Context: an optimization exercise on an open-source flow, tuned for small area, a short achievable clock period and few clock cycles. The choices shown serve that exercise and are no tape-out recipe. Where RTL was checked, it was by simulation tests only, not by an equivalence proof against the original. Only the layout flow was run in runs 1 to 5; the RTL was not checked for function there. Power is estimated from default activity; no workload was simulated.

File: design.v
`timescale 1ns/1ps
`default_nettype none
package stage_pkg;
  localparam int BUF_ADDR_W = 7;
  typedef struct packed {
    logic signed [23:0] int_part;
    logic [7:0]         frac_part;
  } sample_t;
  typedef enum logic [0:0] {
    PASS_FORWARD = 1'b0,
    PASS_ERROR   = 1'b1
  } pass_e;
  typedef enum logic [1:0] {
    SEQ_IDLE = 2'd0,
    SEQ_READ = 2'd1,
    SEQ_NEXT = 2'd2
  } seq_state_e;
  typedef struct packed {
    logic                  valid;
    logic                  write;
    logic [BUF_ADDR_W-1:0] address;
    sample_t               data;
  } buf_req_t;
  typedef struct packed {
    sample_t    data;
    logic [3:0] tap_address;
    logic [3:0] bias_address;
    pass_e      kind;
    logic       last;     
  } out_beat_t;
endpackage
`default_nettype wire
`timescale 1ns/1ps
`timescale 1ns/1ps
`timescale 1ns/1ps
`timescale 1ns/1ps
`timescale 1ns/1ps
`default_nettype none
module stage0_top #(
  parameter int LEN_W   = 3,
  parameter int DEPTH_W = 4,
  parameter int WORD_W  = 32
) (
  input  wire                  clk,
  input  wire                  reset,
  input  wire [WORD_W-1:0]     in_data,
  input  wire                  in_valid,
  input  wire [LEN_W-1:0]      load_length,
  input  wire [DEPTH_W-1:0]    load_depth,
  input  wire [1:0]            state_length,
  input  wire                  learn,
  output logic                 in_ready,
  output logic                 out_valid,
  output logic [WORD_W+9:0]    out_beat
);
  localparam int SLOTS = 2 ** LEN_W;
  logic [LEN_W-1:0] len_q;       
  logic [2:0]       pm1_q;       
  logic             len1_q;      
  logic             depth1_q;
  logic             learn_q;
  always_ff @(posedge clk) begin
    len_q    <= load_length;
    pm1_q    <= {1'b0, state_length} + {2'b00, learn};
    len1_q   <= (load_length == '0);
    depth1_q <= (load_depth == DEPTH_W'(1));
    learn_q  <= learn;
  end
  typedef struct packed {
    logic             rdy;     
    logic [LEN_W-1:0] ww;      
    logic             act;     
    logic             nf;      
    logic [LEN_W-1:0] rw;      
    logic [2:0]       rp;      
    logic             go;      
  } st_t;
  st_t               s;
  logic [WORD_W-1:0] mem [0:SLOTS-1];
  logic [WORD_W-1:0] od_q;
  logic [LEN_W-1:0]  tap_q;
  logic [2:0]        bias_q;
  logic              kind_q;
  logic              last_q;
  logic wr_last;
  logic last_w;
  logic last_p;
  assign wr_last = (s.ww == len_q);
  assign last_w  = (s.rw == len_q);
  assign last_p  = (s.rp == pm1_q);
  function automatic st_t next_state(input logic t);
    st_t  n;
    logic tl;
    logic fp;
    logic free;
    logic cap;
    tl   = t & wr_last;
    n.go = s.act | (tl & ~len1_q);
    n.ww = s.ww;
    if (t) n.ww = wr_last ? '0 : s.ww + LEN_W'(1);
    n.rw = s.rw;
    n.rp = s.rp;
    if (n.go) begin
      if (last_w) begin
        n.rw = '0;
        n.rp = last_p ? 3'd0 : s.rp + 3'd1;
      end else begin
        n.rw = s.rw + LEN_W'(1);
      end
    end
    if (!s.act) begin
      n.act = tl;
      n.nf  = 1'b0;
    end else if (last_w && last_p) begin
      n.act = s.nf | tl;
      n.nf  = 1'b0;
    end else begin
      n.act = 1'b1;
      n.nf  = s.nf | tl;
    end
    fp    = (n.rp == pm1_q);
    free  = ~n.act | (~n.nf & fp & (n.ww <= n.rw));
    cap   = ~depth1_q | (n.ww != '0) | ~n.act;
    n.rdy = free & cap;
    next_state = n;
  endfunction
  st_t s_t0;
  st_t s_t1;
  st_t s_n;
  assign s_t0 = next_state(1'b0);
  assign s_t1 = next_state(1'b1);
  assign s_n  = (in_valid & s.rdy) ? s_t1 : s_t0;
  always_ff @(posedge clk) begin
    if (reset) begin
      s     <= '0;
      s.rdy <= 1'b1;
    end else begin
      s     <= s_n;
    end
  end
  always_ff @(posedge clk) begin
    for (int i = 0; i < SLOTS; i++) begin
      if (s.rdy && s.ww == LEN_W'(i)) mem[i] <= in_data;
    end
  end
  logic [WORD_W-1:0] rd_data;
  always_comb begin
    rd_data = '0;
    for (int i = 0; i < SLOTS; i++) begin
      rd_data = rd_data | (mem[i] & {WORD_W{s.rw == LEN_W'(i)}});
    end
  end
  always_ff @(posedge clk) begin
    od_q   <= rd_data;
    tap_q  <= s.rw;
    bias_q <= s.rp;
    kind_q <= learn_q & last_p;
    last_q <= last_w;
  end
  assign in_ready  = s.rdy;
  assign out_valid = s.go;
  assign out_beat  = {od_q, 1'b0, tap_q, 1'b0, bias_q, kind_q, last_q};
endmodule
`default_nettype wire
File: run.sh
#!/bin/bash
# synth_recipe.tcl (not shown) runs the flow's synth.tcl, then flattens the netlist and writes it again
# the make line also repeats each setting of config.mk as NAME=value (left out here)
make -C /OpenROAD-flow-scripts/flow DESIGN_CONFIG=/design/flow/config.mk WORK_HOME=/design/flow/orfs CLKGATE_MAP_FILE= SYNTH_SCRIPT=/design/flow/synth_recipe.tcl finish
File: config.mk
export PLATFORM = sky130hd
export DESIGN_NAME = stage0_top
export DESIGN_NICKNAME = stage0_top
export VERILOG_FILES = /design/flow/design.v
export SDC_FILE = /design/flow/constraint.sdc
export NUM_CORES = 4
export LEC_CHECK = 0
export CAP_MARGIN = 20
export CORE_MARGIN = 2
export CORE_UTILIZATION = 60
export PLACE_DENSITY = 0.65
export SETUP_SLACK_MARGIN = 2.5
export SLEW_MARGIN = 20
File: constraint.sdc
create_clock -name core_clock -period 5.5 [get_ports {clk}]
set_input_delay 1.1000 -clock core_clock [delete_from_list [all_inputs] [get_ports {clk}]]
set_output_delay 1.1000 -clock core_clock [all_outputs]
set_load 0.01 [all_outputs]
==> results of run 1 <==
## critical path: stages, from the launching register on
cell	delay [ns]
dfxtp_1	0.51
inv_1	0.15
ha_2	0.33
nand2_1	0.06
mux2_2	0.29
ha_1	0.29
nor2b_1	0.13
o21ai_0	0.14
a32oi_1	0.09
a311oi_1	0.34
nand4_1	0.17
o311ai_2	0.10
## worst paths after layout
check / cells after the start / startpoint / slack, ns / endpoint
worst max-delay path: 11 / s[4] / 2.81 / s[12]
worst min-delay path: 0 / s[6] / 0.44 / tap_q[2]
worst max register to register: 11 / s[4] / 2.81 / s[12]
worst min register to register: 0 / s[6] / 0.44 / tap_q[2]
## per-layer routing
metal,wire length (µm),vias to the layer above,track usage
li1,-,2875,-
met1,9430,3161,0.298
met2,11700,254,0.388
met3,1500,45,0.0345
met4,620,0,0.0745
met5,0,-,0
## placed cells by master (no fill, tap or decap), types with 5 or more instances in the layout
master           Yosys  routed
xnor2_1              7       7
clkinv_2             0       7
inv_1               13      13
nand3_1              5       5
o21ai_0              8       8
a21oi_1             13      13
ha_1                21      18
mux2i_1             40      40
a221o_1             32      32
a222oi_1            64      64
edfxtp_1           256     256
nor2_1              13      13
clkbuf_16            0      31
and2_1              10       5
nand2_1             14      14
clkdlybuf4s50_1      0      86
bufinv_16            0       5
and2_2               0       5
dfxtp_1             62      62
nor3_1               6       6
buf_4                5       5
## layout make-up
| class | instances | area (µm²) |
|---|---|---|
| Clock buffer | 38 | 832 |
| Clock inverter | 20 | 233 |
| Fill cell | 1148 | 5110 |
| Inverter | 14 | 52.6 |
| Multi-Input combinational cell | 281 | 2440 |
| Sequential cell | 318 | 8930 |
| Tap cell | 260 | 325 |
| Timing Repair Buffer | 92 | 910 |
## state kept, by name, summed over array words and instances (netlist names)
signal,count
bias_q,3
depth1_q,1
kind_q,1
last_q,1
learn_q,1
len1_q,1
len_q,3
mem,256
od_q,32
pm1_q,3
s,13
tap_q,3
## power groups by stage
stage	logic [mW]	clock network [mW]	registers, mW
global placement	0.669	0	2.86
finish	0.681	2.15	2.82
CTS	0.687	2.18	2.82
global route	0.738	2.28	2.83
detailed placement	0.683	0	2.87
floorplan	0.355	0	2.89
## cell families (layout without fill, tap and decap cells)
family	Yosys count	after routing	share of synthesized area
adders and majority gates	21	21	0.0226
DFF	318	318	0.769
muxes	42	42	0.0364
xor gates and xnor gates	14	14	0.0125
other	1	2	0.000323
buffers and inverters	57	164	0.0219
AOI/OAI and AO/OA	136	136	0.107
and+or+nand+nor	66	66	0.0298
## metrics by stage
| stage | instances | hold slack [ns] |
|---|---|---|
| after floorplan | 656 | 0.326 |
| after global placement | 965 | 0.419 |
| after detailed placement | 965 | 0.437 |
| after CTS | 1023 | 0.441 |
| after global routing | 1023 | 0.457 |
| final | 1023 | 0.438 |
==> flow_metrics.tcl, run 1 <==
set metrics [dict create \
    via_count 6335 \
    swShare 0.222 \
    hold_buffers 0 \
    wl_per_cell_um 22.7 \
    synth.avg_cell_area_um2 17.7 \
    place.gp.congestion 0.821 \
    ys_types 52 \
    numCtsBuffers 31 \
    postRouteWirelength_mm 23.2 \
    synth_top_area_frac 0.662 \
    cts_setup_buffers 0 \
    hpwl_mm 12.1 \
    p_int_mw 4.40 \
    grt_usage 0.226 \
    cp.required_ns 5.96 \
    report.power.total_mw 5.65 \
    ios 89 \
    post-route-min-period_ns 2.69 \
    cts.sinks 318 \
    grt_pass1_wl_mm 34.7 \
    max_slew.worst_pin.slew_ns 1.04 \
    antenna_found_initial 0 \
    yosys_warnings 2 \
    final_max_slew_viol_count 0 \
    port_buffers 86 \
    min_path_type "flip-flop to flip-flop" \
    drtPass1Iterations 8 \
    netlist_area_um2 11600 \
    post-route-util 0.729 \
    diodes 0 \
    max_freq_ghz 0.371 \
    rsz0062_at_grt "false" \
    coreArea_um2 18800 \
    status "no timing/DRC/antenna violations" \
    setup_violations 0 \
    ys_seq_elements 318 \
    cts_resized 0 \
    clock-skew-final_ns 0.0110 \
    synth_top_area_cell "edfxtp_1" \
    grt_pass1_vias 6394 \
    drc 0 \
    path_max_fanout 8 \
    cp-end-kind "flip-flop" \
    via_per_inst 6.19 \
    synth_flop_cell "edfxtp_1" \
    h-tree-depth 1 \
    p_leak_nw 4.76 \
    synth_common_cells "edfxtp_1, a222oi_1, dfxtp_1, mux2i_1, a221o_1" \
    power_switching_mw 1.25 \
    period_share 0.489 \
    cap_violations 0 \
    clock-root-buffer "clkbuf_16" \
    power.density_nw_per_um2 412 \
    clkSlewWorstSetupHoldPaths_ns 0.06 \
    synth.area.top_cells "edfxtp_1, dfxtp_1, a222oi_1, mux2i_1, a221o_1" \
    place_area_um2 12700 \
    die-area_um2 20500 \
    synth_async_sr_flop_share 0 \
    synth-edff-count 256 \
    grt_max_degree 65 \
    grt_overflow_total 0 \
    crit_arrival_ns 3.15 \
    dpl_worst_slack_ns 2.65 \
    tns_ns 0 \
    final_area_um2 13700 \
    yosysMostFrequentCell "edfxtp_1" \
    start_util 0.616 \
    worstSkewPairLatency_ns 0.55 \
    ant_nets 0 \
    comb_power_share 0.120 \
    nNetsFinal 804 \
    netlist_instances 655 \
    drive_above_1_share 0.107 \
    cts_tree "done" \
    dr.first_iter.drc_count 684 \
    ir_worst_vdd_v 0.000306 \
    finalHoldViolCount 0 \
    seq_area_frac_synth 0.769 \
    slew_headroom 0.306 \
    die_x_um 143 \
    path_class "flip-flop to flip-flop" \
    worst_slack_ns 2.81 \
    floorplan.rows 50 \
    fp.dieH_um 143 \
    cts_buffer_depth 3 \
    area_growth_pct 18.3 \
    p_clk_frac 0.381 \
    start_kind "flip-flop" \
    seq_power_share 0.499 \
]
==> run 2, diff against run 1 <==
--- a/design.v
+++ b/design.v
@@ -55,13 +55,17 @@
 );
   localparam int SLOTS = 2 ** LEN_W;
-  logic [LEN_W-1:0] len_q;       
-  logic [2:0]       pm1_q;       
-  logic             len1_q;      
+  logic [LEN_W-1:0] lenm1_q;     
+  logic             len0_q;      
+  logic [2:0]       pm1m1_q;     
+  logic             pm0_q;       
   logic             depth1_q;
   logic             learn_q;
+  logic [2:0]       pm1;
+  assign pm1 = {1'b0, state_length} + {2'b00, learn};
   always_ff @(posedge clk) begin
-    len_q    <= load_length;
-    pm1_q    <= {1'b0, state_length} + {2'b00, learn};
-    len1_q   <= (load_length == '0);
+    lenm1_q  <= load_length - LEN_W'(1);
+    len0_q   <= (load_length == '0);
+    pm1m1_q  <= pm1 - 3'd1;
+    pm0_q    <= (pm1 == 3'd0);
     depth1_q <= (load_depth == DEPTH_W'(1));
     learn_q  <= learn;
@@ -70,8 +74,12 @@
     logic             rdy;     
     logic [LEN_W-1:0] ww;      
+    logic             wl;      
+    logic             wnz;     
     logic             act;     
     logic             nf;      
     logic [LEN_W-1:0] rw;      
+    logic             lw;      
     logic [2:0]       rp;      
+    logic             fp;      
     logic             go;      
   } st_t;
@@ -83,44 +91,42 @@
   logic              kind_q;
   logic              last_q;
-  logic wr_last;
-  logic last_w;
-  logic last_p;
-  assign wr_last = (s.ww == len_q);
-  assign last_w  = (s.rw == len_q);
-  assign last_p  = (s.rp == pm1_q);
+  logic ww_at_m1;
+  logic rw_at_m1;
+  logic rp_at_m1;
+  assign ww_at_m1 = (s.ww == lenm1_q);
+  assign rw_at_m1 = (s.rw == lenm1_q);
+  assign rp_at_m1 = (s.rp == pm1m1_q);
   function automatic st_t next_state(input logic t);
     st_t  n;
     logic tl;
-    logic fp;
-    logic free;
-    logic cap;
-    tl   = t & wr_last;
-    n.go = s.act | (tl & ~len1_q);
-    n.ww = s.ww;
-    if (t) n.ww = wr_last ? '0 : s.ww + LEN_W'(1);
-    n.rw = s.rw;
-    n.rp = s.rp;
+    logic pass_end;
+    logic blk_end;
+    tl       = t & s.wl;
+    n.go     = s.act | (tl & ~len0_q);
+    n.ww     = s.ww;
+    n.wl     = s.wl;
+    n.wnz    = s.wnz;
+    if (t) begin
+      n.ww   = s.wl ? '0 : s.ww + LEN_W'(1);
+      n.wl   = s.wl ? len0_q : ww_at_m1;
+      n.wnz  = ~s.wl;
+    end
+    pass_end = n.go & s.lw;
+    n.rw     = s.rw;
+    n.lw     = s.lw;
     if (n.go) begin
-      if (last_w) begin
-        n.rw = '0;
-        n.rp = last_p ? 3'd0 : s.rp + 3'd1;
-      end else begin
-        n.rw = s.rw + LEN_W'(1);
-      end
+      n.rw   = s.lw ? '0 : s.rw + LEN_W'(1);
+      n.lw   = s.lw ? len0_q : rw_at_m1;
     end
-    if (!s.act) begin
-      n.act = tl;
-      n.nf  = 1'b0;
-    end else if (last_w && last_p) begin
-      n.act = s.nf | tl;
-      n.nf  = 1'b0;
-    end else begin
-      n.act = 1'b1;
-      n.nf  = s.nf | tl;
+    n.rp     = s.rp;
+    n.fp     = s.fp;
+    if (pass_end) begin
+      n.rp   = s.fp ? 3'd0 : s.rp + 3'd1;
+      n.fp   = s.fp ? pm0_q : rp_at_m1;
     end
-    fp    = (n.rp == pm1_q);
-    free  = ~n.act | (~n.nf & fp & (n.ww <= n.rw));
-    cap   = ~depth1_q | (n.ww != '0) | ~n.act;
-    n.rdy = free & cap;
+    blk_end  = s.act & s.lw & s.fp;
+    n.act    = s.act ? (~blk_end | s.nf | tl) : tl;
+    n.nf     = s.act & ~blk_end & (s.nf | tl);
+    n.rdy    = (~n.act | (~n.nf & n.fp)) & (~depth1_q | n.wnz | ~n.act);
     next_state = n;
   endfunction
@@ -135,4 +141,7 @@
       s     <= '0;
       s.rdy <= 1'b1;
+      s.wl  <= (load_length == '0);
+      s.lw  <= (load_length == '0);
+      s.fp  <= (pm1 == 3'd0);
     end else begin
       s     <= s_n;
@@ -155,6 +164,6 @@
     tap_q  <= s.rw;
     bias_q <= s.rp;
-    kind_q <= learn_q & last_p;
-    last_q <= last_w;
+    kind_q <= learn_q & s.fp;
+    last_q <= s.lw;
   end
   assign in_ready  = s.rdy;
--- a/config.mk
+++ b/config.mk
@@ -10,4 +10,4 @@
 export CORE_UTILIZATION = 60
 export PLACE_DENSITY = 0.65
-export SETUP_SLACK_MARGIN = 2.5
+export SETUP_SLACK_MARGIN = 3.5
 export SLEW_MARGIN = 20
==> run 2 against run 1 <==
  * Register-to-register slack improved by 0.75 ns
  * Critical path type is now flip-flop to primary output
  * Non-clock buffer count grew 9
  * Count of clock-buffer cells in the layout rose by 2
  * Synthesized cell count down 4.7%
  * Critical path depth down 10
  * Die area decreased by 1.7%
  * Wire length rose by 0.46%
==> flow_metrics.tcl, run 2 <==
set metrics [dict create \
    status "no timing/DRC/antenna violations" \
    reg2reg_depth 6 \
    via_count 6159 \
    cts_tree "done" \
    hold_buffers 0 \
    finalHoldViolCount 0 \
    path_class "flip-flop to primary output" \
    final_common_cell "edfxtp_1" \
    seq_area_frac_synth 0.794 \
    reg.largest.list "mem (256), od_q (32), s (17)" \
    ys_seq_elements 323 \
    fp.dieH_um 142 \
    setup_violations 0 \
    ant_nets 0 \
    crit_cells 1 \
    yosysMostFrequentCell "edfxtp_1" \
    ys_types 43 \
    max_slew.worst_pin.slew_ns 0.710 \
    port_buffers 86 \
    largest_register_ffs 256 \
    coreArea_um2 18700 \
    grt_usage 0.233 \
    use_met2 0.383 \
    synth_top_area_frac 0.680 \
    min_path_type "flip-flop to flip-flop" \
    numCtsBuffers 31 \
    timing.rr.start "s[6]" \
    startpoint "s[16]" \
    synth_top_area_cell "edfxtp_1" \
    power.density_nw_per_um2 401 \
    post-route-util 0.734 \
    cpLargestDelayFamily "flip-flops" \
    via_per_inst 6.30 \
    met1_usage 0.332 \
    diodes 0 \
    crit_buf_inv 1 \
    yosys_warnings 2 \
    p_leak_nw 5.10 \
    clkSlewWorstSetupHoldPaths_ns 0.06 \
    synth_flop_cell "edfxtp_1" \
    grt_max_degree 41 \
    area_growth_pct 20.4 \
    start_util 0.609 \
    cp-end-kind "primary output" \
    p_clk_frac 0.394 \
    report.power.total_mw 5.50 \
    cap_violations 0 \
    drive_above_1_share 0.215 \
    ios 89 \
    nNetsFinal 783 \
    stdcell_count 978 \
    largest_register "mem" \
    worstSkewPairLatency_ns 0.56 \
    die-area_um2 20100 \
    crit_slowest_cell "dfxtp_4" \
    synth-edff-count 258 \
    final_max_slew_viol_count 0 \
    final_area_um2 13700 \
    synth_async_sr_flop_share 0 \
    max_freq_ghz 0.473 \
    path_max_fanout 2 \
    netlist_instances 624 \
    clock-root-buffer "clkbuf_16" \
    die_x_um 142 \
    rsz0062_at_grt "true" \
    drc 0 \
    place.gp.congestion 0.781 \
    grt_pass1_vias 6292 \
    dp.cells 912 \
    tns_ns 0 \
    cts.sinks 323 \
    clock-skew-final_ns 0.0184 \
    cp_cell_sequence "buf_6" \
    comb_power_share 0.088 \
    seq_power_share 0.517 \
    power_switching_mw 1.17 \
    crit_end "in_ready" \
    slew_headroom 0.526 \
    r2r_end "od_q[27]" \
    hpwl_mm 11.6 \
    crit_arrival_ns 1.02 \
    busiest_layer "met2" \
    post-route-min-period_ns 2.12 \
    h-tree-depth 1 \
    drtPass1Iterations 6 \
    postRouteWirelength_mm 23.4 \
    floorplan.rows 50 \
    reg2reg_slack_ns 3.56 \
    swShare 0.212 \
    p_int_mw 4.33 \
    period_share 0.385 \
    synth.avg_cell_area_um2 18.3 \
    cp.required_ns 4.40 \
    layout.cells.most_common_list "edfxtp_1, a222oi_1, clkdlybuf4s50_1" \
    grt_pass1_wl_mm 35.2 \
    synth_common_cells "edfxtp_1, dfxtp_1, a222oi_1, a221o_1, mux2i_1" \
    synth.area.top_cells "edfxtp_1, dfxtp_1, a222oi_1, a221o_1, mux2i_1" \
    antenna_found_initial 0 \
    critPathMaxStageDelay_ns 0.36 \
    wl_per_cell_um 23.9 \
    place_area_um2 12500 \
    grtUsageMet3 0.0375 \
    ir_worst_vdd_v 0.000284 \
    grt_overflow_total 0 \
    dr.first_iter.drc_count 615 \
    cts_buffer_depth 3 \
    start_kind "flip-flop" \
    netlist_area_um2 11400 \
]
-- run 2: changes by cell type after synthesis, moves of 4 or more --
cell,before,now
xnor2_1,7,0
clkbuf_1,23,17
nor4_1,0,4
inv_1,13,19
nand3_1,5,1
nor3_1,6,2
mux2i_1,40,32
xor2_1,4,9
nor2_1,13,6
nand2b_1,0,6
nand2_1,14,8
-- run 2: what timing repair did --
item	in CTS	in global routing
buffers inserted	5	3
pin swaps	3	4
cloned	0	0
endpoints found under the setup margin	185	92
gates resized for setup	219	33
-- run 2: cell type report --
| cell class | instances | area [µm²] |
|---|---|---|
| clock inverters | 18 | 193 |
| flip-flops and latches | 323 | 9090 |
| inverters | 20 | 75.1 |
| clock buffers | 40 | 881 |
| well taps | 234 | 293 |
| fillers | 1136 | 4980 |
| repair buffers | 101 | 963 |
| multi-input cells | 242 | 2230 |
-- run 2: power by group through the flow --
| stage | registers (mW) | logic (mW) | clock network [mW] |
|---|---|---|---|
| after detailed placement | 2.89 | 0.480 | 0 |
| after floorplan | 2.89 | 0.231 | 0 |
| after global placement | 2.88 | 0.468 | 0 |
| after CTS | 2.84 | 0.469 | 2.20 |
| after global routing | 2.86 | 0.527 | 2.29 |
| final | 2.85 | 0.484 | 2.17 |
-- run 2: cells by family (layout without fill, tap and decap cells) --
family,after synthesis,after routing,synth area share
flip-flops,323,323,0.794
AO/OA/AOI/OAI,127,127,0.101
buffers and inverters,60,179,0.0226
AND/OR/NAND/NOR,53,53,0.0269
multiplexers,32,32,0.0281
adder cells (fa/ha/maj),19,19,0.0209
XOR/XNOR,9,9,0.00692
other,1,2,0.000329
-- run 2: metal layers --
layer  routed length (µm)  share of wire
met1                 9920           0.42
met2                11300           0.48
met5                    0              0
met4                  423          0.018
met3                 1690          0.073
-- run 2: worst min path at each step --
stage	from	to	slack (ns)	depth (start not counted)
floorplan	s[5]	last_q	0.37	0
global placement	s[4]	bias_q[2]	0.40	0
detailed placement	s[4]	bias_q[2]	0.39	0
CTS	s[4]	bias_q[2]	0.40	0
global route	s[4]	bias_q[2]	0.42	0
finish	s[3]	bias_q[1]	0.41	0
-- run 2: through the flow --
| stage | hold slack, ns | setup WS, ns |
|---|---|---|
| 2_1_floorplan | 0.366 | 3.44 |
| 3_3_place_gp | 0.398 | 2.88 |
| 3_5_place_dp | 0.393 | 2.81 |
| 4_1_cts | 0.401 | 3.37 |
| 5_1_grt | 0.416 | 3.37 |
| 6_report | 0.406 | 3.38 |
==> run 3, diff against run 2 <==
--- a/config.mk
+++ b/config.mk
@@ -9,4 +9,5 @@
 export CORE_MARGIN = 2
 export CORE_UTILIZATION = 60
+export CTS_BUF_LIST = sky130_fd_sc_hd__clkbuf_4 sky130_fd_sc_hd__clkbuf_8
 export PLACE_DENSITY = 0.65
 export SETUP_SLACK_MARGIN = 3.5
==> run 3 against run 2 <==
  * Critical path depth did not move
  * Setup slack got worse by 0.0014 ns
  * Die area did not move
  * Register-to-register slack barely moved
  * Cell area fell by 0.42%
  * Sequential share of layout area rose by 0.27 points
  * Sequential power barely moved
  * Combinational power barely moved
  * Clock power fell by 9%
==> flow_metrics.tcl, run 3 <==
set metrics [dict create \
    nNetsFinal 804 \
    cp_cell_sequence "buf_6" \
    seq_area_frac_synth 0.794 \
    diodes 0 \
    synth_top_area_frac 0.680 \
    drive_above_1_share 0.245 \
    ant_nets 0 \
    clock-root-buffer "clkbuf_8" \
    synth.avg_cell_area_um2 18.3 \
    synth_common_cells "edfxtp_1, dfxtp_1, a222oi_1, a221o_1, mux2i_1" \
    fp.dieH_um 142 \
    wl_per_cell_um 23.3 \
    grt_pass1_wl_mm 35.7 \
    post-route-min-period_ns 2.12 \
    cap_violations 0 \
    cp.required_ns 4.40 \
    finalHoldViolCount 0 \
    clock-skew-final_ns 0.0137 \
    slew_headroom 0.318 \
    grt_overflow_total 0 \
    rsz0062_at_grt "true" \
    cts_buffer_depth 3 \
    status "no timing/DRC/antenna violations" \
    layout.cells.most_common_list "edfxtp_1, a222oi_1, clkbuf_8" \
    drc 0 \
    crit_cells 1 \
    clkSlewWorstSetupHoldPaths_ns 0.06 \
    final.fill_count 1173 \
    synth_async_sr_flop_share 0 \
    cts.sinks 323 \
    final_max_slew_viol_count 0 \
    final_area_um2 13700 \
    ios 89 \
    synth.area.top_cells "edfxtp_1, dfxtp_1, a222oi_1, a221o_1, mux2i_1" \
    postRouteWirelength_mm 23.6 \
    cp-end-kind "primary output" \
    yosysMostFrequentCell "edfxtp_1" \
    min_path_type "flip-flop to flip-flop" \
    numCtsBuffers 49 \
    synth_flop_cell "edfxtp_1" \
    drtPass1Iterations 9 \
    start_kind "flip-flop" \
    crit_arrival_ns 1.02 \
    reg.largest.list "mem (256), od_q (32), s (17)" \
    h-tree-depth 2 \
    largest_register "mem" \
    netlist_instances 624 \
    reg2reg_slack_ns 3.57 \
    antenna_found_initial 0 \
    max_freq_ghz 0.472 \
    path_max_fanout 2 \
    grt_max_degree 41 \
    port_buffers 86 \
    path_class "flip-flop to primary output" \
    via_per_inst 6.15 \
    ir_worst_vdd_v 0.000224 \
    largest_register_ffs 256 \
    final_common_cell "edfxtp_1" \
    dr.first_iter.drc_count 494 \
    power.density_nw_per_um2 388 \
    area_growth_pct 19.9 \
    period_share 0.385 \
    holdPathStages 0 \
    crit_slowest_cell "dfxtp_4" \
    ys_types 43 \
    synth-edff-count 258 \
    worstSkewPairLatency_ns 0.56 \
    hpwl_mm 11.6 \
    die_x_um 142 \
    netlist_area_um2 11400 \
    start_util 0.609 \
    tns_ns 0 \
    max_slew.worst_pin.slew_ns 1.02 \
    synth_top_area_cell "edfxtp_1" \
    crit_buf_inv 1 \
    setup_violations 0 \
    grt_usage 0.238 \
    floorplan.rows 50 \
    coreArea_um2 18700 \
    cts_tree "done" \
    die-area_um2 20100 \
    cpLargestDelayFamily "flip-flops" \
    p_leak_nw 5.11 \
    place_area_um2 12500 \
    grt_pass1_vias 6444 \
    critPathMaxStageDelay_ns 0.35 \
    via_count 6238 \
    place.gp.congestion 0.781 \
    reg2reg_depth 6 \
    ys_seq_elements 323 \
    yosys_warnings 2 \
]
## run 3: cell count changes in the layout (fill, tap and decap cells not counted), moves of 2 or more
cell	before	now
buf_2	16	18
buf_4	9	12
buf_6	29	27
bufinv_16	4	2
clkbuf_1	3	0
clkbuf_16	32	0
clkbuf_4	0	15
clkbuf_8	5	54
clkinv_1	3	10
## run 3: cell type report
| type | instances | area (µm²) | area share |
|---|---|---|---|
| clock buffers | 69 | 856 | 0.0626 |
| clock inverters | 22 | 153 | 0.0112 |
| inverters | 20 | 75.1 | 0.00549 |
| multi-input cells | 242 | 2230 | 0.163 |
| flip-flops and latches | 323 | 9090 | 0.665 |
| well taps | 234 | 293 | 0.0214 |
| repair buffers | 104 | 976 | 0.0714 |
## run 3: cell families after synthesis
family / Yosys count / share of synthesized area
other: 1 / 0.000329
flip-flops: 323 / 0.794
multiplexers: 32 / 0.0281
AND/OR/NAND/NOR: 53 / 0.0269
AO/OA/AOI/OAI: 127 / 0.101
XOR/XNOR: 9 / 0.00692
buffers and inverters: 60 / 0.0226
adder cells (fa/ha/maj): 19 / 0.0209
## run 3: timing repair
action                                  in CTS  in global routing
hold buffers                                 0                  0
endpoints found under the setup margin     174                127
pin swaps                                    2                  7
setup buffers                                3                  8
resized for setup                          220                 27
## run 3: layer usage
metal  track usage  share of wire  vias up
met5             0              0        -
met4        0.0737          0.018        0
met3        0.0449          0.064       43
met2         0.387           0.49      246
met1         0.331           0.43     3128
li1              -              -     2821
## run 3: path summary, 6_finish.rpt
kind	start	end
setup / recovery	s[16]	in_ready
hold / removal	s[3]	bias_q[1]
setup reg to reg	s[6]	od_q[27]
hold reg to reg	s[3]	bias_q[1]
## run 3: where the power goes
group | switching (mW) | total, mW | internal [mW]
Combinational | 0.252 | 0.486 | 0.234
Sequential | 0.0570 | 2.85 | 2.79
Clock | 0.878 | 1.98 | 1.10
Total | 1.19 | 5.31 | 4.12
## run 3: per-stage QoR
step / worst slack [ns] / total power [mW] / std cells / hold WS, ns / util
6_report: 3.38 / 5.31 / 1014 / 0.402 / 0.731
3_5_place_dp: 2.81 / 3.37 / 912 / 0.393 / 0.668
5_1_grt: 3.35 / 5.50 / 1014 / 0.409 / 0.731
3_3_place_gp: 2.88 / 3.35 / 912 / 0.398 / 0.668
4_1_cts: 3.35 / 5.32 / 1006 / 0.400 / 0.723
2_1_floorplan: 3.44 / 3.13 / 625 / 0.366 / -
==> run 4, diff against run 3 <==
--- a/config.mk
+++ b/config.mk
@@ -9,6 +9,8 @@
 export CORE_MARGIN = 2
 export CORE_UTILIZATION = 60
-export CTS_BUF_LIST = sky130_fd_sc_hd__clkbuf_4 sky130_fd_sc_hd__clkbuf_8
+export CTS_BUF_LIST = sky130_fd_sc_hd__clkbuf_8 sky130_fd_sc_hd__clkbuf_16
+export CTS_CLUSTER_DIAMETER = 60
+export CTS_CLUSTER_SIZE = 25
 export PLACE_DENSITY = 0.65
-export SETUP_SLACK_MARGIN = 3.5
+export SETUP_SLACK_MARGIN = 4.0
 export SLEW_MARGIN = 20
==> run 4 against run 3 <==
  * Clock power is 18% lower
  * Critical path depth is 7 higher
  * Still clean
  * Non-clock buffer count is 102 higher
==> flow_metrics.tcl, run 4 <==
set metrics [dict create \
    synthXorXnorAreaFrac 0.00691 \
    start_kind "flip-flop" \
    synth_fa_ha_area_frac 0.0209 \
    place.gp.congestion 0.740 \
    grt_pass1_wl_mm 43.2 \
    synth.area.mux_share 0.0281 \
    crit_slowest_cell "a222oi_1" \
    synth_async_sr_flop_share 0 \
    ios 89 \
    post-route-min-period_ns 2.24 \
    dr.first_iter.drc_count 1166 \
    die_x_um 142 \
    critPathMaxStageDelay_ns 0.48 \
    port_buffers 86 \
    via_per_inst 6.65 \
    multi_input_area_um2 2480 \
    layout.cells.most_common_list "edfxtp_1, a222oi_1, buf_6" \
    grt_usage 0.300 \
    path_class "flip-flop to flip-flop" \
    cts.sinks 323 \
    setup_violations 0 \
    netlist_area_um2 11400 \
    ys_types 43 \
    final_max_slew_viol_count 0 \
    synth-edff-count 258 \
    largest_register "mem" \
    drtPass1Iterations 6 \
    path_max_fanout 8 \
    cp_cell_sequence "buf_6 -> ha_4 -> buf_12 -> buf_12 -> buf_16 -> a222oi_1 -> mux2i_1 -> a221o_1" \
    min_path_type "flip-flop to flip-flop" \
    start_util 0.609 \
    tns_ns 0 \
    report.power.total_mw 5.21 \
    die-area_um2 20100 \
    clkSlewWorstSetupHoldPaths_ns 0.10 \
    ir_worst_vdd_v 0.000262 \
    diodes 0 \
    drc 0 \
    area_growth_pct 34.6 \
    seq_area_frac_synth 0.794 \
    antenna_found_initial 0 \
    reg.largest.list "mem (256), od_q (32), s (17)" \
    grt_overflow_total 0 \
    wl_per_cell_um 29.7 \
    status "no timing/DRC/antenna violations" \
    drive_above_1_share 0.349 \
    p_leak_nw 5.78 \
    holdWs_ns 0.417 \
    reg2reg_depth 8 \
    cts_buffer_depth 3 \
    synth.area.top_cells "edfxtp_1, dfxtp_1, a222oi_1, a221o_1, mux2i_1" \
    cts_tree "done" \
    cp.required_ns 5.91 \
    hold_buffers 0 \
    nNetsFinal 885 \
    worstSkewPairLatency_ns 0.53 \
    grt_pass1_vias 6946 \
    synth_common_cells "edfxtp_1, dfxtp_1, a222oi_1, a221o_1, mux2i_1" \
    synth_top_area_frac 0.680 \
    numCtsBuffers 20 \
    floorplan.rows 50 \
    via_count 7106 \
    max_freq_ghz 0.446 \
    yosysMostFrequentCell "edfxtp_1" \
    period_share 0.407 \
    coreArea_um2 18700 \
    power.density_nw_per_um2 339 \
    cap_violations 0 \
    crit_arrival_ns 2.65 \
    h-tree-depth 1 \
    synth_top_area_cell "edfxtp_1" \
    holdPathStages 0 \
    largest_register_ffs 256 \
    synth_flop_cell "edfxtp_1" \
    yosys_warnings 2 \
    cp-end-kind "flip-flop" \
    synth-simple-area-share 0.0269 \
    rsz0062_at_grt "true" \
    finalHoldViolCount 0 \
    synth-compound-area-share 0.101 \
    seq_area_um2 9100 \
    final_common_cell "edfxtp_1" \
    fp.dieH_um 142 \
    netlist_instances 624 \
    clock-root-buffer "clkbuf_16" \
    hpwl_mm 11.5 \
    clock-skew-final_ns 0.0172 \
    ant_nets 0 \
    postRouteWirelength_mm 31.7 \
    synth_top_family_by_area "compound AO/OA/AOI/OAI gates" \
    synth.avg_cell_area_um2 18.3 \
    final.fill_count 899 \
    ys_seq_elements 323 \
    grt_max_degree 35 \
    critPathMostFrequentCell "buf_12" \
]
## run 4: cell counts after synthesis
No cell type changed its count.
## run 4: cell type report
| type | count | share of cell area |
|---|---|---|
| Timing Repair Buffer | 206 | 0.175 |
| Clock inverter | 13 | 0.00848 |
| Sequential cell | 323 | 0.593 |
| Clock buffer | 23 | 0.0360 |
| Inverter | 20 | 0.00709 |
| Tap cell | 234 | 0.0191 |
| Multi-Input combinational cell | 250 | 0.162 |
## run 4: report_power, final
part           internal [mW]  total [mW]  switching (mW)  leakage [nW]
logic                  0.384       0.740           0.356          2.51
registers               2.78        2.84          0.0577          2.92
clock network          0.767        1.63           0.862         0.344
total                   3.93        5.21            1.28          5.78
## run 4: what timing repair did
action | 4_1_cts | 5_1_grt
cloned | 21 | 4
endpoints found under the hold margin | 0 | 0
setup endpoints to repair | 355 | 274
pin swaps | 36 | 20
setup buffers | 81 | 17
resized for setup | 309 | 56
## run 4: critical path, delay by kind of cell, from the launching register on
kind	cells	cell delay, ns
compound gates	2	0.80
fa+ha+maj	1	0.20
mux	1	0.18
buf+inv	4	0.57
flops	1	0.37
## run 4: layer usage
layer	global-route usage	vias up	part of all wire
met5	0	-	0
met4	0.105	0	0.022
met3	0.0496	54	0.10
met2	0.502	490	0.51
met1	0.403	3576	0.37
li1	-	2986	-
## run 4: stage by stage
stage	setup WS [ns]	area, µm²	cells	util
finish	3.26	15300	1069	0.821
floorplan	3.44	11800	625	-
CTS	3.41	14900	1048	0.798
global placement	2.74	12600	910	0.673
global route	3.26	15300	1069	0.821
detailed placement	2.67	12600	910	0.673
## run 4: path summary, 6_finish.rpt
path	start	endpoint	slack, ns
worst max register to register	s[6]	od_q[16]	3.26
worst max-delay path	s[6]	od_q[16]	3.26
worst min register to register	s[4]	bias_q[2]	0.42
worst min-delay path	s[4]	bias_q[2]	0.42
## run 4: cell families after synthesis
logic type               Yosys count
flip-flops                       323
AO/OA/AOI/OAI                    127
AND/OR/NAND/NOR                   53
multiplexers                      32
adder cells (fa/ha/maj)           19
other                              1
XOR/XNOR                           9
buffers and inverters             60
==> run 5, diff against run 4 <==
==> flow/run.sh (new file) <==
#!/bin/bash
# Standard ORFS layout with two changes: the port buffers are buf_2 cells rather than the cell
# buffer_ports picks by default, and the output of every step is kept in flow_make.log.
set -euo pipefail
export BUFFER_PORTS_ARGS="-buffer_cell sky130_fd_sc_hd__buf_2"
bash standard.sh > flow_make.log 2>&1
==> standard.sh (new file) <==
#!/bin/bash
# synth_recipe.tcl (not shown) runs the flow's synth.tcl, then flattens the netlist and writes it again
# the make line also repeats each setting of config.mk as NAME=value (left out here)
make -C /OpenROAD-flow-scripts/flow DESIGN_CONFIG=/design/flow/config.mk WORK_HOME=/design/flow/orfs CLKGATE_MAP_FILE= SYNTH_SCRIPT=/design/flow/synth_recipe.tcl "${@:-finish}"
--- a/config.mk
+++ b/config.mk
@@ -9,8 +9,6 @@
 export CORE_MARGIN = 2
 export CORE_UTILIZATION = 60
-export CTS_BUF_LIST = sky130_fd_sc_hd__clkbuf_8 sky130_fd_sc_hd__clkbuf_16
-export CTS_CLUSTER_DIAMETER = 60
-export CTS_CLUSTER_SIZE = 25
+export CTS_BUF_LIST = sky130_fd_sc_hd__clkbuf_4 sky130_fd_sc_hd__clkbuf_8
 export PLACE_DENSITY = 0.65
-export SETUP_SLACK_MARGIN = 4.0
+export SETUP_SLACK_MARGIN = 3.5
 export SLEW_MARGIN = 20
removed: run.sh
==> run 5 against run 4 <==
  * Non-clock buffer count fell by 105
  * Utilization fell by 11 points
  * Fmax rose by 5.8%
  * Total power fell by 0.24%
  * Hold slack got worse by 0.012 ns
  * Wire length fell by 26%
  * Count of clock-buffer cells in the layout rose by 49
  * Sequential share of layout area rose by 8.7 points
  * Synthesized cell count did not move
  * Combinational power fell by 39%
  * Sequential power barely moved
  * Critical path depth fell by 7
==> flow_metrics.tcl, run 5 <==
set metrics [dict create \
    start_util 0.609 \
    power.density_nw_per_um2 389 \
    cp-end-kind "primary output" \
    crit_buf_inv 1 \
    synth_common_cells "edfxtp_1, dfxtp_1, a222oi_1, a221o_1, mux2i_1" \
    cts_buffer_depth 3 \
    reg.largest.list "mem (256), od_q (32), s (17)" \
    cp_cell_sequence "buf_6" \
    numCtsBuffers 48 \
    netlist_instances 624 \
    period_share 0.385 \
    min_path_type "flip-flop to flip-flop" \
    largest_register_ffs 256 \
    cap_violations 0 \
    dr.first_iter.drc_count 616 \
    clkSlewWorstSetupHoldPaths_ns 0.07 \
    finalHoldViolCount 0 \
    cpLargestDelayFamily "flip-flops" \
    drive_above_1_share 0.287 \
    grt_usage 0.233 \
    synth-edff-count 258 \
    layout.cells.most_common_list "edfxtp_1, buf_2, a222oi_1" \
    postRouteWirelength_mm 23.4 \
    max_slew.worst_pin.slew_ns 1.07 \
    crit_arrival_ns 1.02 \
    rsz0062_at_grt "true" \
    via_per_inst 6.18 \
    drtPass1Iterations 8 \
    ant_nets 0 \
    die_x_um 142 \
    coreArea_um2 18700 \
    ys_seq_elements 323 \
    ios 89 \
    p_int_mw 4.04 \
    grt_pass1_wl_mm 34.9 \
    diodes 0 \
    hpwl_mm 11.1 \
    worstSkewPairLatency_ns 0.55 \
    fp.dieH_um 142 \
    path_max_fanout 2 \
    tns_ns 0 \
    synth_top_area_frac 0.680 \
    seq_power_share 0.547 \
    largest_register "mem" \
    place.gp.congestion 0.774 \
    final.fill_count 1235 \
    cts_tree "done" \
    port_buffers 86 \
    multi_input_area_um2 2210 \
    max_freq_ghz 0.472 \
    area_growth_pct 17.1 \
    path_class "flip-flop to primary output" \
    slew_headroom 0.286 \
    drc 0 \
    floorplan.rows 50 \
    p_leak_nw 5.06 \
    clock-skew-final_ns 0.0160 \
    seq_area_um2 9080 \
    synth_top_area_cell "edfxtp_1" \
    nNetsFinal 800 \
    status "no timing/DRC/antenna violations" \
    swShare 0.223 \
    antenna_found_initial 0 \
    seq_area_frac_synth 0.794 \
    synth.area.top_cells "edfxtp_1, dfxtp_1, a222oi_1, a221o_1, mux2i_1" \
    netlist_area_um2 11400 \
    synth.avg_cell_area_um2 18.3 \
    final_common_cell "edfxtp_1" \
    post-route-util 0.714 \
    wl_per_cell_um 23.1 \
    comb_power_share 0.087 \
    h-tree-depth 2 \
    dp.cells 911 \
    post-route-min-period_ns 2.12 \
    setup_violations 0 \
    grt_overflow_total 0 \
    p_clk_frac 0.366 \
    via_count 6245 \
    ir_worst_vdd_v 0.000298 \
    grt_pass1_vias 6270 \
    yosys_warnings 2 \
    yosysMostFrequentCell "edfxtp_1" \
    critPathMaxStageDelay_ns 0.35 \
    hold_buffers 0 \
    grt_max_degree 43 \
    ys_types 43 \
    cp.required_ns 4.40 \
    power_switching_mw 1.16 \
    synth_flop_cell "edfxtp_1" \
    final_max_slew_viol_count 0 \
    clock-root-buffer "clkbuf_8" \
    die-area_um2 20100 \
    start_kind "flip-flop" \
    crit_slowest_cell "dfxtp_4" \
    stdcell_count 1010 \
    synth_async_sr_flop_share 0 \
    cts.sinks 323 \
]
[run 5: cell count changes in the layout (fill, tap and decap cells not counted), sizes merged]
cell           delta
clkdlybuf4s50    -35
clkinv           +12
inv               -7
and2              -5
clkdlybuf4s15     -1
dlygate4sd2       -1
clkbuf           +47
buf              -65
and3              -3
dlymetal6s2s      -1
[run 5: logic make-up after synthesis]
kind of cell / after synthesis / synth area share
other: 1 / 0.000329
AOI/OAI and AO/OA: 127 / 0.101
DFF: 323 / 0.794
muxes: 32 / 0.0281
and+or+nand+nor: 53 / 0.0269
buffers and inverters: 60 / 0.0226
xor gates and xnor gates: 9 / 0.00692
adders and majority gates: 19 / 0.0209
[run 5: stage by stage]
step                power (mW)  hold slack (ns)  worst slack, ns  cell area [µm²]
floorplan                 3.13            0.366             3.44            11500
global placement          3.28            0.394             3.29            12100
detailed placement        3.29            0.410             3.21            12100
CTS                       5.22            0.420             3.35            13200
global route              5.38            0.416             3.34            13400
finish                    5.20            0.405             3.38            13400
[run 5: power by group through the flow]
stage          clock (mW)  combinational (mW)  sequential (mW)
6_report             1.90               0.453             2.84
5_1_grt              2.03               0.497             2.85
4_1_cts              1.93               0.443             2.84
3_5_place_dp            0               0.408             2.89
3_3_place_gp            0               0.396             2.88
2_1_floorplan           0               0.231             2.89
[run 5: final cells by class]
class                   instances  share of cell area
well taps                     234              0.0219
clock inverters                18             0.00600
clock buffers                  72              0.0672
multi-input cells             242               0.166
repair buffers                101              0.0532
flip-flops and latches        323               0.680
inverters                      20             0.00562
[run 5: timing repair]
| item | CTS | global route |
|---|---|---|
| gates cloned | 0 | 0 |
| gates resized for setup | 45 | 19 |
| pin swaps | 1 | 4 |
| endpoints found under the setup margin | 127 | 203 |
| buffers inserted | 4 | 5 |
[run 5: worst paths after layout]
kind,end,slack [ns],from,depth (start not counted)
setup / recovery,in_ready,3.38,s[16],1
hold / removal,bias_q[1],0.40,s[3],0
setup reg to reg,mem[1][17],3.41,s[16],4
hold reg to reg,bias_q[1],0.40,s[3],0
[run 5: metal layers]
metal | track usage | wire length (µm) | vias up
met4 | 0.0726 | 328 | 0
met2 | 0.371 | 11200 | 270
li1 | - | - | 2813
met1 | 0.328 | 10100 | 3135
met5 | 0 | 0 | -
met3 | 0.0513 | 1740 | 27
==> run 6, diff against run 5 <==
--- a/design.v
+++ b/design.v
@@ -73,10 +73,9 @@
   typedef struct packed {
     logic             rdy;     
-    logic [LEN_W-1:0] ww;      
+    logic [SLOTS-1:0] ww;      
     logic             wl;      
-    logic             wnz;     
     logic             act;     
     logic             nf;      
-    logic [LEN_W-1:0] rw;      
+    logic [SLOTS-1:0] rw;      
     logic             lw;      
     logic [2:0]       rp;      
@@ -94,6 +93,6 @@
   logic rw_at_m1;
   logic rp_at_m1;
-  assign ww_at_m1 = (s.ww == lenm1_q);
-  assign rw_at_m1 = (s.rw == lenm1_q);
+  assign ww_at_m1 = s.ww[lenm1_q];
+  assign rw_at_m1 = s.rw[lenm1_q];
   assign rp_at_m1 = (s.rp == pm1m1_q);
   function automatic st_t next_state(input logic t);
@@ -106,9 +105,7 @@
     n.ww     = s.ww;
     n.wl     = s.wl;
-    n.wnz    = s.wnz;
     if (t) begin
-      n.ww   = s.wl ? '0 : s.ww + LEN_W'(1);
+      n.ww   = s.wl ? SLOTS'(1) : {s.ww[SLOTS-2:0], 1'b0};
       n.wl   = s.wl ? len0_q : ww_at_m1;
-      n.wnz  = ~s.wl;
     end
     pass_end = n.go & s.lw;
@@ -116,5 +113,5 @@
     n.lw     = s.lw;
     if (n.go) begin
-      n.rw   = s.lw ? '0 : s.rw + LEN_W'(1);
+      n.rw   = s.lw ? SLOTS'(1) : {s.rw[SLOTS-2:0], 1'b0};
       n.lw   = s.lw ? len0_q : rw_at_m1;
     end
@@ -128,5 +125,5 @@
     n.act    = s.act ? (~blk_end | s.nf | tl) : tl;
     n.nf     = s.act & ~blk_end & (s.nf | tl);
-    n.rdy    = (~n.act | (~n.nf & n.fp)) & (~depth1_q | n.wnz | ~n.act);
+    n.rdy    = (~n.act | (~n.nf & n.fp)) & (~depth1_q | ~n.ww[0] | ~n.act);
     next_state = n;
   endfunction
@@ -141,4 +138,6 @@
       s     <= '0;
       s.rdy <= 1'b1;
+      s.ww  <= SLOTS'(1);
+      s.rw  <= SLOTS'(1);
       s.wl  <= (load_length == '0);
       s.lw  <= (load_length == '0);
@@ -150,5 +149,5 @@
   always_ff @(posedge clk) begin
     for (int i = 0; i < SLOTS; i++) begin
-      if (s.rdy && s.ww == LEN_W'(i)) mem[i] <= in_data;
+      if (s.rdy && s.ww[i]) mem[i] <= in_data;
     end
   end
@@ -157,10 +156,17 @@
     rd_data = '0;
     for (int i = 0; i < SLOTS; i++) begin
-      rd_data = rd_data | (mem[i] & {WORD_W{s.rw == LEN_W'(i)}});
+      rd_data = rd_data | (mem[i] & {WORD_W{s.rw[i]}});
+    end
+  end
+  logic [LEN_W-1:0] rd_idx;
+  always_comb begin
+    rd_idx = '0;
+    for (int i = 0; i < SLOTS; i++) begin
+      rd_idx = rd_idx | ({LEN_W{s.rw[i]}} & LEN_W'(i));
     end
   end
   always_ff @(posedge clk) begin
     od_q   <= rd_data;
-    tap_q  <= s.rw;
+    tap_q  <= rd_idx;
     bias_q <= s.rp;
     kind_q <= learn_q & s.fp;
==> run.sh (new file) <==
#!/bin/bash
# synth_recipe.tcl (not shown) runs the flow's synth.tcl, then flattens the netlist and writes it again
# the make line also repeats each setting of config.mk as NAME=value (left out here)
make -C /OpenROAD-flow-scripts/flow DESIGN_CONFIG=/design/flow/config.mk WORK_HOME=/design/flow/orfs CLKGATE_MAP_FILE= SYNTH_SCRIPT=/design/flow/synth_recipe.tcl finish
removed: flow/run.sh
removed: standard.sh
==> run 6 against run 5 <==
  * Combinational power decreased by 21%
  * Total power increased by 0.69%
  * Still clean on timing, DRC and antenna
  * Wire length increased by 3.6%
  * Global-route usage increased by 1.0 points
  * Sequential power increased by 2%
  * Fmax increased by 0.54%
  * Clock skew increased by 0.0037 ns
  * Largest power group unchanged
  * Via count increased by 1.2%
  * Sequential share of layout area increased by 0.33 points
==> flow_metrics.tcl, run 6 <==
set metrics [dict create \
    yosysMostFrequentCell "edfxtp_1" \
    crit_buf_inv 1 \
    max_slew.worst_pin.slew_ns 1.13 \
    period_share 0.383 \
    grt_overflow_total 0 \
    place.gp.congestion 0.768 \
    crit_arrival_ns 1.01 \
    cpLargestDelayFamily "flip-flops" \
    postRouteWirelength_mm 24.2 \
    met2WireLength_mm 12.0 \
    reg.largest.list "mem (256), od_q (32), s (26)" \
    timing.rr.start "s[7]" \
    p_leak_nw 4.57 \
    layout.cells.most_common_list "edfxtp_1, a22oi_1, clkbuf_8" \
    max_freq_ghz 0.475 \
    floorplan.rows 50 \
    antenna_found_initial 0 \
    rsz0062_at_grt "true" \
    largest_register_ffs 256 \
    final_max_slew_viol_count 0 \
    hold_buffers 0 \
    start_kind "flip-flop" \
    met3_length_mm 1.54 \
    synth.avg_cell_area_um2 17.2 \
    cts_tree "done" \
    netlist_instances 667 \
    path_class "flip-flop to primary output" \
    ant_nets 0 \
    cts.sinks 332 \
    grt_max_degree 38 \
    crit_end "in_ready" \
    drive_above_1_share 0.225 \
    fp.dieH_um 142 \
    ir_worst_vdd_v 0.000236 \
    ys_seq_elements 332 \
    cp.required_ns 4.40 \
    area_growth_pct 18.4 \
    report.power.total_mw 5.23 \
    startpoint "s[25]" \
    worstSkewPairLatency_ns 0.57 \
    die-area_um2 20200 \
    reg2reg_depth 4 \
    critPathMaxStageDelay_ns 0.34 \
    clock-skew-final_ns 0.0198 \
    final_common_cell "edfxtp_1" \
    yosys_warnings 2 \
    synth_async_sr_flop_share 0 \
    status "no timing/DRC/antenna violations" \
    post-route-min-period_ns 2.11 \
    h-tree-depth 2 \
    synth_top_area_cell "edfxtp_1" \
    port_buffers 86 \
    grt_usage 0.243 \
    synth.area.top_cells "edfxtp_1, dfxtp_1, a22oi_1, nand4_1, clkbuf_1" \
    synth_flop_cell "edfxtp_1" \
    path_max_fanout 2 \
    diodes 0 \
    die_x_um 142 \
    clock-root-buffer "clkbuf_8" \
    reg2reg_slack_ns 3.68 \
    wl_per_cell_um 23.1 \
    cp-end-kind "primary output" \
    tns_ns 0 \
    ys_types 41 \
    coreArea_um2 18700 \
    seq_area_frac_synth 0.806 \
    via_per_inst 6.02 \
    via_count 6317 \
    synth_top_area_frac 0.677 \
    cp_cell_sequence "buf_6" \
    cap_violations 0 \
    setup_violations 0 \
    crit_cells 1 \
    drtPass1Iterations 5 \
    finalHoldViolCount 0 \
    netlist_area_um2 11400 \
    cts_buffer_depth 3 \
    min_path_type "flip-flop to flip-flop" \
    nNetsFinal 824 \
    largest_register "mem" \
    power.density_nw_per_um2 386 \
    dr.first_iter.drc_count 492 \
    grt_pass1_vias 6428 \
    drc 0 \
    synth_common_cells "edfxtp_1, a22oi_1, dfxtp_1, clkbuf_1, nand4_1" \
    slew_headroom 0.249 \
    hpwl_mm 12.2 \
    worst_slack_ns 3.39 \
    synth-edff-count 258 \
    clkSlewWorstSetupHoldPaths_ns 0.06 \
    grt_pass1_wl_mm 36.6 \
    dpl_worst_slack_ns 2.60 \
    r2r_end "s[5]" \
    dr.max_layer_used "met4" \
    start_util 0.612 \
    met1_length_mm 10.3 \
    numCtsBuffers 51 \
    crit_slowest_cell "dfxtp_4" \
    ios 89 \
]
run 6: cell count changes after synthesis, moves of 12 or more:
cell	previous run	this run
a222oi_1	64	0
clkbuf_1	17	39
a22oi_1	0	128
nand4_1	0	32
ha_1	19	7
mux2i_1	32	2
a221o_1	32	0
run 6: layer usage:
layer / vias to the layer above / track usage
met5: - / 0
met4: 0 / 0.0668
met3: 34 / 0.0501
met2: 197 / 0.400
met1: 3193 / 0.337
li1: 2893 / -
run 6: final cells by class:
cell class	instances	area (µm²)
sequential	332	9260
fill	1201	5150
timing repair buffer	95	841
multi-input combinational	278	2080
clock buffer	75	926
clock inverter	21	96.3
tap	234	293
inverter	14	52.6
run 6: how the worst min path moves through the flow:
stage / start / endpoint / slack (ns) / cells after the start
floorplan: s[4] / bias_q[2] / 0.37 / 0
global placement: s[4] / bias_q[2] / 0.39 / 0
detailed placement: s[4] / bias_q[2] / 0.40 / 0
CTS: s[3] / bias_q[1] / 0.41 / 0
global route: s[3] / bias_q[1] / 0.39 / 0
finish: s[3] / bias_q[1] / 0.40 / 0
run 6: cells by family after synthesis:
| kind of cell | count (synthesis) | share of synthesized area |
|---|---|---|
| AND/OR/NAND/NOR | 93 | 0.0490 |
| buffers and inverters | 58 | 0.0203 |
| flip-flops | 332 | 0.806 |
| other | 1 | 0.000328 |
| AO/OA/AOI/OAI | 168 | 0.107 |
| multiplexers | 5 | 0.00765 |
| adder cells (fa/ha/maj) | 7 | 0.00765 |
| XOR/XNOR | 3 | 0.00230 |
run 6: per-stage QoR:
step	cell area, µm²	cells	util	hold slack, ns
2_1_floorplan	11500	668	-	0.367
3_3_place_gp	12500	951	0.671	0.394
3_5_place_dp	12500	951	0.671	0.400
4_1_cts	13500	1049	0.721	0.405
5_1_grt	13600	1049	0.724	0.392
6_report	13600	1049	0.724	0.401
run 6: where the power goes:
group	switching (mW)	internal, mW
clock network	0.893	1.08
logic	0.192	0.165
registers	0.0622	2.84
run 6: what timing repair did:
item	4_1_cts	5_1_grt
endpoints found under the setup margin	59	51
setup buffers	2	0
pin swaps	2	0
resized for setup	200	26
Testbench counts of run 6, summed over its fixed seeds: cycles 32,039.
==> run 7, diff against run 6 <==
==> flow/run.sh (new file) <==
#!/bin/bash
# Standard ORFS layout with the port buffers as buf_2 cells and the clock tree built with the
# arguments below; the output of every step is kept in flow_make.log.
set -euo pipefail
export BUFFER_PORTS_ARGS="-buffer_cell sky130_fd_sc_hd__buf_2"
export CTS_ARGS="-sink_clustering_enable -repair_clock_nets -buf_list {sky130_fd_sc_hd__clkbuf_8 sky130_fd_sc_hd__clkbuf_16} -sink_clustering_size 20 -sink_clustering_max_diameter 50 -dont_use_dummy_load"
bash standard.sh > flow_make.log 2>&1
==> standard.sh (new file) <==
#!/bin/bash
# synth_recipe.tcl (not shown) runs the flow's synth.tcl, then flattens the netlist and writes it again
# the make line also repeats each setting of config.mk as NAME=value (left out here)
make -C /OpenROAD-flow-scripts/flow DESIGN_CONFIG=/design/flow/config.mk WORK_HOME=/design/flow/orfs CLKGATE_MAP_FILE= SYNTH_SCRIPT=/design/flow/synth_recipe.tcl "${@:-finish}"
removed: run.sh
==> run 7 against run 6 <==
  * Fmax is 0.49% lower
  * Final cell count is 6.7% lower
  * Sequential cell count did not move
==> flow_metrics.tcl, run 7 <==
set metrics [dict create \
    synth.area.mux_share 0.00765 \
    synth_fa_ha_area_frac 0.00765 \
    dr.first_iter.drc_count 441 \
    ant_nets 0 \
    cap_violations 0 \
    grt_pass1_vias 6211 \
    final_area_um2 12900 \
    critPathMaxStageDelay_ns 0.37 \
    grt_overflow_total 0 \
    cp-end-kind "primary output" \
    max_slew.worst_pin.slew_ns 1.11 \
    synth-edff-count 258 \
    finalHoldViolCount 0 \
    start_kind "flip-flop" \
    cp.required_ns 4.40 \
    synth-simple-area-share 0.0490 \
    post-route-min-period_ns 2.12 \
    synth_flop_cell "edfxtp_1" \
    path_max_fanout 1 \
    hpwl_mm 11.9 \
    synth-compound-area-share 0.107 \
    dp.cells 949 \
    seq_area_frac_synth 0.806 \
    grt_pass1_wl_mm 35.7 \
    reg.largest.list "mem (256), od_q (32), s (26)" \
    clkSlewWorstSetupHoldPaths_ns 0.08 \
    power.density_nw_per_um2 378 \
    final_max_slew_viol_count 0 \
    synthXorXnorAreaFrac 0.00230 \
    slew_headroom 0.259 \
    crit_arrival_ns 1.02 \
    largest_register_ffs 256 \
    p_leak_nw 4.35 \
    place_area_um2 12100 \
    die-area_um2 20200 \
    start_util 0.612 \
    ys_types 41 \
    synth_top_family_by_area "compound AO/OA/AOI/OAI gates" \
    synth_top_area_cell "edfxtp_1" \
    path_class "flip-flop to primary output" \
    rsz0062_at_grt "true" \
    synth.area.top_cells "edfxtp_1, dfxtp_1, a22oi_1, nand4_1, clkbuf_1" \
    fp.dieH_um 142 \
    numCtsBuffers 28 \
    clock-root-buffer "clkbuf_16" \
    grt_usage 0.236 \
    setup_violations 0 \
    min_path_type "flip-flop to flip-flop" \
    ios 89 \
    drive_above_1_share 0.220 \
    synth_top_area_frac 0.677 \
    clock-skew-final_ns 0.0353 \
    worstSkewPairLatency_ns 0.55 \
    h-tree-depth 1 \
    report.power.total_mw 4.89 \
    grt_max_degree 38 \
    synth.avg_cell_area_um2 17.2 \
    antenna_found_initial 1 \
    drtPass1Iterations 5 \
    final_common_cell "edfxtp_1" \
    layout.cells.most_common_list "edfxtp_1, a22oi_1, buf_2" \
    ys_seq_elements 332 \
    cts_tree "done" \
    stdcell_count 979 \
    netlist_instances 667 \
    cp_cell_sequence "buf_6" \
    largest_register "mem" \
    crit_slowest_cell "dfxtp_2" \
    cpLargestDelayFamily "flip-flops" \
    synth_common_cells "edfxtp_1, a22oi_1, dfxtp_1, clkbuf_1, nand4_1" \
    max_freq_ghz 0.472 \
    postRouteWirelength_mm 23.7 \
    via_per_inst 6.32 \
    yosysMostFrequentCell "edfxtp_1" \
    place.gp.congestion 0.748 \
    tns_ns 0 \
    yosys_warnings 2 \
    via_count 6188 \
    floorplan.rows 50 \
    area_growth_pct 13.0 \
    synth_async_sr_flop_share 0 \
    status "no timing/DRC/antenna violations" \
    period_share 0.385 \
    drc 0 \
    cts_buffer_depth 3 \
    cts.sinks 332 \
    nNetsFinal 798 \
    ir_worst_vdd_v 0.000279 \
    die_x_um 142 \
    netlist_area_um2 11400 \
    coreArea_um2 18700 \
    port_buffers 86 \
    crit_buf_inv 1 \
    wl_per_cell_um 24.2 \
]
## run 7: layer usage
metal	wire length, µm	track usage	up-vias	share of wire
li1	-	-	2803	-
met1	10200	0.329	3146	0.43
met2	11700	0.397	192	0.49
met3	1320	0.0340	47	0.055
met4	570	0.0605	0	0.024
met5	0	0	-	0
## run 7: cells by family after synthesis
group,Yosys count
flops,332
compound gates,168
other cells,1
buf+inv,58
simple gates,93
fa+ha+maj,7
xor+xnor,3
mux,5
## run 7: timing repair
action                     CTS  global route
hold buffers                 0             0
buffers inserted             1             0
setup endpoints to repair   43            43
gates resized for setup     25            10
## run 7: stage by stage
stage | hold WS (ns) | util | worst slack (ns)
6_report | 0.406 | 0.692 | 3.38
5_1_grt | 0.419 | 0.692 | 3.37
2_1_floorplan | 0.367 | - | 3.41
4_1_cts | 0.407 | 0.689 | 3.39
3_5_place_dp | 0.397 | 0.647 | 3.18
3_3_place_gp | 0.394 | 0.647 | 3.25
## run 7: layout make-up
type	count	area [µm²]
Multi-Input combinational cell	278	2050
Antenna cell	1	2.50
Inverter	14	52.6
Tap cell	234	293
Fill cell	1272	5770
Sequential cell	332	9260
Clock buffer	28	701
Timing Repair Buffer	92	576
## run 7: report_power, final
group	switching (mW)	total, mW	internal [mW]
Combinational	0.190	0.333	0.144
Clock	0.768	1.66	0.889
Sequential	0.0609	2.90	2.84
## run 7: path summary, 6_finish.rpt
| check | slack, ns | cells past startpoint | endpoint | from |
|---|---|---|---|---|
| worst max-delay path | 3.38 | 1 | out_beat[41] | od_q[31] |
| worst max register to register | 3.63 | 4 | s[16] | lenm1_q[1] |
| worst min-delay path | 0.41 | 0 | bias_q[2] | s[4] |
| worst min register to register | 0.41 | 0 | bias_q[2] | s[4] |
==> run 8, diff against run 7 <==
==> flow/run.sh (replaced) <==
#!/bin/bash
# Standard ORFS layout with the port buffers as buf_2 cells and the clock tree built with the
# arguments below; the output of every step is kept in flow_make.log.
set -euo pipefail
export BUFFER_PORTS_ARGS="-buffer_cell sky130_fd_sc_hd__buf_2"
export CTS_ARGS="-repair_clock_nets -buf_list {sky130_fd_sc_hd__clkbuf_16} -root_buf sky130_fd_sc_hd__clkbuf_16 -dont_use_dummy_load"
bash standard.sh > flow_make.log 2>&1
==> run 8 against run 7 <==
  * Still clean on timing, DRC and antenna
  * Non-clock buffer count unchanged
  * Sequential share of layout area is 2.8 points lower
  * Sequential cell count is the same
  * Clock power is 47% higher
  * Clock skew fell by 0.012 ns
  * Largest cell class unchanged
  * Largest power group unchanged
==> flow_metrics.tcl, run 8 <==
set metrics [dict create \
    final.fill_count 1209 \
    synth-compound-area-share 0.107 \
    start_util 0.612 \
    synth_top_area_cell "edfxtp_1" \
    crit_arrival_ns 1.01 \
    die-area_um2 20200 \
    final_max_slew_viol_count 0 \
    place.gp.congestion 0.748 \
    numCtsBuffers 49 \
    ant_nets 0 \
    nNetsFinal 819 \
    netlist_instances 667 \
    grt_usage 0.246 \
    yosys_warnings 2 \
    cp.required_ns 4.40 \
    area_growth_pct 17.6 \
    place_area_um2 12100 \
    synthXorXnorAreaFrac 0.00230 \
    synth_async_sr_flop_share 0 \
    synth_flop_cell "edfxtp_1" \
    h-tree-depth 5 \
    final_common_cell "edfxtp_1" \
    final_area_um2 13500 \
    grt_max_degree 38 \
    synth_top_family_by_area "compound AO/OA/AOI/OAI gates" \
    coreArea_um2 18700 \
    largest_register "mem" \
    die_x_um 142 \
    cp_cell_sequence "buf_6" \
    grt_pass1_wl_mm 36.5 \
    path_class "flip-flop to primary output" \
    finalHoldViolCount 0 \
    crit_slowest_cell "dfxtp_2" \
    via_count 6320 \
    power.density_nw_per_um2 421 \
    cts_buffer_depth 3 \
    hpwl_mm 11.9 \
    yosysMostFrequentCell "edfxtp_1" \
    synth-edff-count 258 \
    period_share 0.385 \
    cts.sinks 332 \
    clock-skew-final_ns 0.0229 \
    status "no timing/DRC/antenna violations" \
    report.power.total_mw 5.67 \
    ys_types 41 \
    setup_violations 0 \
    critPathMaxStageDelay_ns 0.36 \
    worstSkewPairLatency_ns 0.56 \
    clkSlewWorstSetupHoldPaths_ns 0.05 \
    grt_overflow_total 0 \
    synth.area.mux_share 0.00765 \
    drc 0 \
    cap_violations 0 \
    synth_common_cells "edfxtp_1, a22oi_1, dfxtp_1, clkbuf_1, nand4_1" \
    ys_seq_elements 332 \
    fp.dieH_um 142 \
    via_per_inst 6.32 \
    hold_buffers 0 \
    tns_ns 0 \
    synth-simple-area-share 0.0490 \
    wl_per_cell_um 24.3 \
    synth.area.top_cells "edfxtp_1, dfxtp_1, a22oi_1, nand4_1, clkbuf_1" \
    post-route-min-period_ns 2.11 \
    seq_area_um2 9260 \
    synth.avg_cell_area_um2 17.2 \
    layout.cells.most_common_list "edfxtp_1, a22oi_1, buf_2" \
    multi_input_area_um2 2050 \
    crit_buf_inv 1 \
    p_leak_nw 4.61 \
    netlist_area_um2 11400 \
    rsz0062_at_grt "true" \
    grt_pass1_vias 6491 \
    ios 89 \
    min_path_type "flip-flop to flip-flop" \
    clock-root-buffer "clkbuf_16" \
    synth_top_area_frac 0.677 \
    cts_tree "done" \
    drtPass1Iterations 5 \
    reg.largest.list "mem (256), od_q (32), s (26)" \
    synth_fa_ha_area_frac 0.00765 \
    dr.first_iter.drc_count 495 \
    path_max_fanout 1 \
    holdWs_ns 0.397 \
    cpLargestDelayFamily "flip-flops" \
    ir_worst_vdd_v 0.000265 \
    seq_area_frac_synth 0.806 \
    floorplan.rows 50 \
    slew_headroom 0.252 \
    port_buffers 86 \
    max_freq_ghz 0.473 \
    cp-end-kind "primary output" \
    start_kind "flip-flop" \
    drive_above_1_share 0.243 \
    antenna_found_initial 1 \
    max_slew.worst_pin.slew_ns 1.12 \
    postRouteWirelength_mm 24.3 \
    largest_register_ffs 256 \
]
## run 8: cell counts after synthesis
Identical to the previous run, type by type.
## run 8: final cells by class
class,count,area share
Multi-Input combinational cell,278,0.153
Antenna cell,1,0.000186
Timing Repair Buffer,92,0.0427
Clock buffer,49,0.0911
Sequential cell,332,0.688
Tap cell,234,0.0217
Inverter,14,0.00390
## run 8: worst paths after layout
path	from	endpoint	slack (ns)	cells past startpoint
worst max-delay path	od_q[31]	out_beat[41]	3.39	1
worst min-delay path	s[4]	bias_q[2]	0.40	0
worst min register to register	s[4]	bias_q[2]	0.40	0
worst max register to register	lenm1_q[1]	s[16]	3.64	4
## run 8: through the flow
| stage | setup WS, ns | cells | util |
|---|---|---|---|
| after floorplan | 3.41 | 668 | - |
| after global placement | 3.25 | 949 | 0.647 |
| after detailed placement | 3.18 | 949 | 0.647 |
| after CTS | 3.38 | 999 | 0.718 |
| after global routing | 3.37 | 999 | 0.720 |
| final | 3.39 | 1000 | 0.720 |
## run 8: logic make-up after synthesis
| kind of cell | after synthesis |
|---|---|
| AND/OR/NAND/NOR | 93 |
| multiplexers | 5 |
| AO/OA/AOI/OAI | 168 |
| other | 1 |
| XOR/XNOR | 3 |
| buffers and inverters | 58 |
| flip-flops | 332 |
| adder cells (fa/ha/maj) | 7 |
## run 8: power breakdown
group | total [mW] | internal [mW] | switching, mW
sequential | 2.90 | 2.84 | 0.0619
combinational | 0.335 | 0.144 | 0.191
clock | 2.44 | 1.55 | 0.886
total | 5.67 | 4.53 | 1.14
## run 8: routing by layer
| metal | wire, µm | vias to the layer above | global-route usage |
|---|---|---|---|
| met5 | 0 | - | 0 |
| met4 | 474 | 0 | 0.0832 |
| met3 | 1560 | 51 | 0.0548 |
| met2 | 11900 | 230 | 0.399 |
| met1 | 10300 | 3187 | 0.336 |
| li1 | - | 2852 | - |
## run 8: timing repair
item                                    CTS  global route
pin swaps                                 0             0
endpoints found under the setup margin   42            43
gates resized for setup                  25            11
setup buffers                             1             0

[what the ideal ports hide]
No port has a modelled driver above. Below, the same layouts with a new extraction and two added sets of constraints. Step 1: set_driving_cell puts a clkbuf_16 on clk and a buf_2 on each other input, an assumption about the parent block. Step 2 also shifts input and output timing later by t, the mid clock arrival at the registers, as if the neighbouring blocks saw the same clock. Slacks: ideal ports / drivers / drivers and shift; pairs: ideal ports / drivers.
run	t (ns)	slack for setup (ns)
run 1	0.583	2.808 / 2.782 / 2.738
run 2	0.596	3.384 / 3.334 / 3.037
run 3	0.591	3.382 / 3.343 / 2.919
run 4	0.565	3.260 / 3.260 / 3.241
run 5	0.586	3.382 / 3.342 / 3.262
run 6	0.596	3.394 / 3.354 / 2.978
run 7	0.572	3.383 / 3.339 / 3.134
run 8	0.588	3.385 / 3.343 / 3.145
After both steps setup and hold are still met in every run listed.
